This design comes from an exercise in tuning for small area on the open sky130 flow, not from production work. In this exercise RTL edits were held to simulation tests only and were not proved equivalent to the original.

==> run P: inputs <==
==> flow/design.v <==
package miner_pkg;
    localparam int TX_ID_WIDTH       = 256;
    localparam int MAX_TX_ID_DEFAULT = 4;
    localparam int TX_BUS_WIDTH      = TX_ID_WIDTH * MAX_TX_ID_DEFAULT;
    typedef enum logic {
        IDLE = 1'b0,
        RECV = 1'b1
    } collector_state_t;
endpackage
module byte_timeout_timer #(
    parameter int TIMEOUT_CYCLES = 1_000_000
) (
    input  logic clk,
    input  logic rst,
    input  logic clear,
    input  logic enable,
    output logic expired
);
    localparam logic [19:0] LIMIT_STATE = 20'hC3AF5;
    logic [19:0] r_lfsr;
    always_ff @(posedge clk) begin
        if (clear) begin
            r_lfsr <= 20'd0;
        end else begin
            r_lfsr <= {r_lfsr[18:0], ~(r_lfsr[19] ^ r_lfsr[16])};
        end
    end
    assign expired = enable && (r_lfsr == LIMIT_STATE);
endmodule
module tx_id_collector #(
    parameter int MAX_TX_ID      = miner_pkg::MAX_TX_ID_DEFAULT,
    parameter int TIMEOUT_CYCLES = 1_000_000
) (
    input  logic                                clk,
    input  logic                                rst,
    input  logic [7:0]                          rx_data,
    input  logic                                rx_valid,
    output logic [MAX_TX_ID*miner_pkg::TX_ID_WIDTH-1:0] TX_ID_input,
    output logic [7:0]                          total_TX_ID,
    output logic                                TX_ID_valid,
    output logic                                busy,
    output logic                                frame_error
);
    localparam int W = miner_pkg::TX_ID_WIDTH;
    logic              r_busy;
    logic [1:0]        r_m;         
    logic [4:0]        r_byte;      
    logic [1:0]        r_slot;      
    logic [4*W-1:0]    r_asm;
    logic [4*W-1:0]    r_txid;
    logic [2:0]        r_total;
    logic              r_tx_valid;
    logic              r_err;
    logic [4*W-1:0]    w_asm_next;
    logic              w_last;
    logic              w_done;
    logic              w_count_ok;
    logic              w_expired;
    byte_timeout_timer #(
        .TIMEOUT_CYCLES (TIMEOUT_CYCLES)
    ) u_timer (
        .clk     (clk),
        .rst     (rst),
        .clear   (rx_valid || !r_busy),
        .enable  (r_busy),
        .expired (w_expired)
    );
    assign w_count_ok = (rx_data[7:3] == 5'd0) && (rx_data[2:0] != 3'd0) &&
                        (rx_data[2:0] <= 3'd4);
    assign w_last     = (r_byte == 5'd31) && (r_slot == r_m);
    assign w_done     = r_busy && rx_valid && w_last;
    always_comb begin
        for (int s = 0; s < 4; s++) begin
            w_asm_next[s*W +: W] = {r_asm[s*W +: W-8], 8'h00};
            if (r_m == 2'(s)) begin
                w_asm_next[s*W +: 8] = rx_data;
            end else if (s < 3 && r_m > 2'(s)) begin
                w_asm_next[s*W +: 8] = r_asm[(s+1)*W + W-8 +: 8];
            end
        end
    end
    always_ff @(posedge clk) begin
        if (rx_valid) begin
            r_asm <= w_asm_next;
        end
    end
    always_ff @(posedge clk) begin
        if (!r_busy) begin
            r_byte <= 5'd0;
            r_slot <= 2'd0;
        end else if (rx_valid) begin
            r_byte <= r_byte + 5'd1;
            if (r_byte == 5'd31) begin
                r_slot <= r_slot + 2'd1;
            end
        end
    end
    always_ff @(posedge clk) begin
        if (!r_busy && rx_valid) begin
            r_m <= 2'(rx_data[2:0] - 3'd1);
        end
    end
    always_ff @(posedge clk or posedge rst) begin
        if (rst) begin
            r_txid  <= '0;
            r_total <= 3'd0;
        end else if (w_done) begin
            r_txid  <= w_asm_next;
            r_total <= 3'({1'b0, r_m}) + 3'd1;
        end
    end
    always_ff @(posedge clk or posedge rst) begin
        if (rst) begin
            r_busy     <= 1'b0;
            r_tx_valid <= 1'b0;
            r_err      <= 1'b0;
        end else begin
            r_tx_valid <= w_done;
            r_err      <= r_busy ? (!rx_valid && w_expired) : (rx_valid && !w_count_ok);
            if (!r_busy) begin
                r_busy <= rx_valid && w_count_ok;
            end else if (rx_valid ? w_last : w_expired) begin
                r_busy <= 1'b0;
            end
        end
    end
    assign TX_ID_input = r_txid;
    assign total_TX_ID = {5'd0, r_total};
    assign TX_ID_valid = r_tx_valid;
    assign frame_error = r_err;
    assign busy        = r_busy;
endmodule
==> flow/run.sh <==
#!/bin/bash
# synth_recipe.tcl (not shown) runs the flow's synth.tcl, then flattens the netlist and writes it again
# the make line also repeats each setting of config.mk as NAME=value (left out here)
make -C /OpenROAD-flow-scripts/flow DESIGN_CONFIG=/design/flow/config.mk WORK_HOME=/design/flow/orfs CLKGATE_MAP_FILE= SYNTH_SCRIPT=/design/flow/synth_recipe.tcl finish
==> flow/config.mk <==
export PLATFORM = sky130hd
export DESIGN_NAME = tx_id_collector
export DESIGN_NICKNAME = tx_id_collector
export VERILOG_FILES = /design/flow/design.v
export SDC_FILE = /design/flow/constraint.sdc
export NUM_CORES = 4
export LEC_CHECK = 0
export CAP_MARGIN = 20
export CORE_MARGIN = 2
export CORE_UTILIZATION = 40
export SLEW_MARGIN = 20
==> flow/constraint.sdc <==
create_clock -name core_clock -period 6.0 [get_ports {clk}]
set_input_delay 1.2000 -clock core_clock [delete_from_list [all_inputs] [get_ports {clk}]]
set_output_delay 1.2000 -clock core_clock [all_outputs]
set_load 0.01 [all_outputs]
==> run K: changes against run P <==
--- a/flow/design.v
+++ b/flow/design.v
@@ -53,4 +53,6 @@
     logic              r_err;
     logic [4*W-1:0]    w_asm_next;
+    logic [4*W-1:0]    w_asm_d;
+    logic [4*W-1:0]    w_txid_d;
     logic              w_last;
     logic              w_done;
@@ -80,8 +82,13 @@
         end
     end
+    hold_mux #(.W(4*W)) u_asm_mux (
+        .sel   (rx_valid),
+        .sel_n (!rx_valid),
+        .a     (w_asm_next),
+        .b     (r_asm),
+        .y     (w_asm_d)
+    );
     always_ff @(posedge clk) begin
-        if (rx_valid) begin
-            r_asm <= w_asm_next;
-        end
+        r_asm <= w_asm_d;
     end
     always_ff @(posedge clk) begin
@@ -101,10 +108,22 @@
         end
     end
+    hold_mux #(.W(4*W)) u_txid_mux (
+        .sel   (w_done),
+        .sel_n (!w_done),
+        .a     (w_asm_next),
+        .b     (r_txid),
+        .y     (w_txid_d)
+    );
     always_ff @(posedge clk or posedge rst) begin
         if (rst) begin
-            r_txid  <= '0;
+            r_txid <= '0;
+        end else begin
+            r_txid <= w_txid_d;
+        end
+    end
+    always_ff @(posedge clk or posedge rst) begin
+        if (rst) begin
             r_total <= 3'd0;
         end else if (w_done) begin
-            r_txid  <= w_asm_next;
             r_total <= 3'({1'b0, r_m}) + 3'd1;
         end
@@ -131,2 +150,13 @@
     assign busy        = r_busy;
 endmodule
+module hold_mux #(
+    parameter int W = 1
+) (
+    input  logic         sel,
+    input  logic         sel_n,
+    input  logic [W-1:0] a,
+    input  logic [W-1:0] b,
+    output logic [W-1:0] y
+);
+    assign y = ({W{sel}} & a) | ({W{sel_n}} & b);
+endmodule
==> flow/flow/run.sh (new file) <==
#!/bin/bash
# The standard ORFS layout (standard.sh), with two changes:
#  - ports are buffered with the smallest buffer (buf_1) instead of the
#    buffer that buffer_ports picks by default;
#  - clock tree: clkbuf_8 buffers, sinks clustered 16 to a buffer within
#    60 um, and no dummy loads.
# The whole make output goes to standard_flow.log; ORFS keeps each step's
# log under orfs/logs/.
set -euo pipefail
cd "$(dirname "$0")/.."
export BUFFER_PORTS_ARGS="-buffer_cell sky130_fd_sc_hd__buf_1"
export CTS_ARGS="-sink_clustering_enable -repair_clock_nets -dont_use_dummy_load -buf_list sky130_fd_sc_hd__clkbuf_8 -sink_clustering_size 16 -sink_clustering_max_diameter 60"
bash standard.sh > standard_flow.log 2>&1
==> flow/standard.sh (new file) <==
#!/bin/bash
# synth_recipe.tcl (not shown) runs the flow's synth.tcl, then flattens the netlist and writes it again
# the make line also repeats each setting of config.mk as NAME=value (left out here)
make -C /OpenROAD-flow-scripts/flow DESIGN_CONFIG=/design/flow/config.mk WORK_HOME=/design/flow/orfs CLKGATE_MAP_FILE= SYNTH_SCRIPT=/design/flow/synth_recipe.tcl "${@:-finish}"
CORE_UTILIZATION = 70   (was 40)
SYNTH_HIERARCHICAL = 1   (was not set)
removed: flow/run.sh
==> results.sh <==
export IMPL_fin_crit_sh_pct=55.5
export IMPL_grt_pass1_vias=35200
export IMPL_wl_per_cell_um=25.3
export IMPL_clkCellAreaFrac_pct=7.69
export IMPL_p_leak_nw=41.9
export IMPL_ir_drop_uv=243
export IMPL_pg_comb_mw=0.438
export IMPL_status="no timing/DRC/antenna violations"
export IMPL_dr_pass1_iters=4
export IMPL_critPathLaunchType="primary input"
export IMPL_internal_power_mw=23.3
(the above is from run P)
==> results.sh <==
export IMPL_status="no timing/DRC/antenna violations"
export IMPL_pg_comb_mw=1.20
export IMPL_clkCellAreaFrac_pct=2.78
export IMPL_ir_drop_uv=201
export IMPL_internal_power_mw=17.6
export IMPL_wl_per_cell_um=29.0
export IMPL_p_leak_nw=32.6
export IMPL_dr_pass1_iters=6
(the above is from run K)

## afterwards: timing with drivers on the ports
In the flow no input, the clock included, has a driving cell. The finished layouts below were timed again as built, in two steps. Step 1 assumes that a clkbuf_16 drives the clock port and a buf_2 every other input. Step 2 moves the port delays by t, midway between the first and last clock arrival at a register: inputs arrive t later, outputs are due t later. That takes back most of the time a late clock gives input paths. Slacks: ideal / step 1 / step 2; pairs: ideal / step 1.
| run | shift t [ns] | setup WS [ns] | worst data-port slew with drivers (ns) | cell pins on the clock port's net |
|---|---|---|---|---|
| run P | 0.916 | 2.672 / 2.635 / 1.763 | 0.11 | 1 |
| run K | 0.911 | 2.468 / 2.468 / 1.839 | 0.12 | 1 |
After both steps setup and hold are still met in every run listed. The setup slack of run P, which loses most, moves by -0.037 ns with the drivers and by -0.909 ns with both steps.
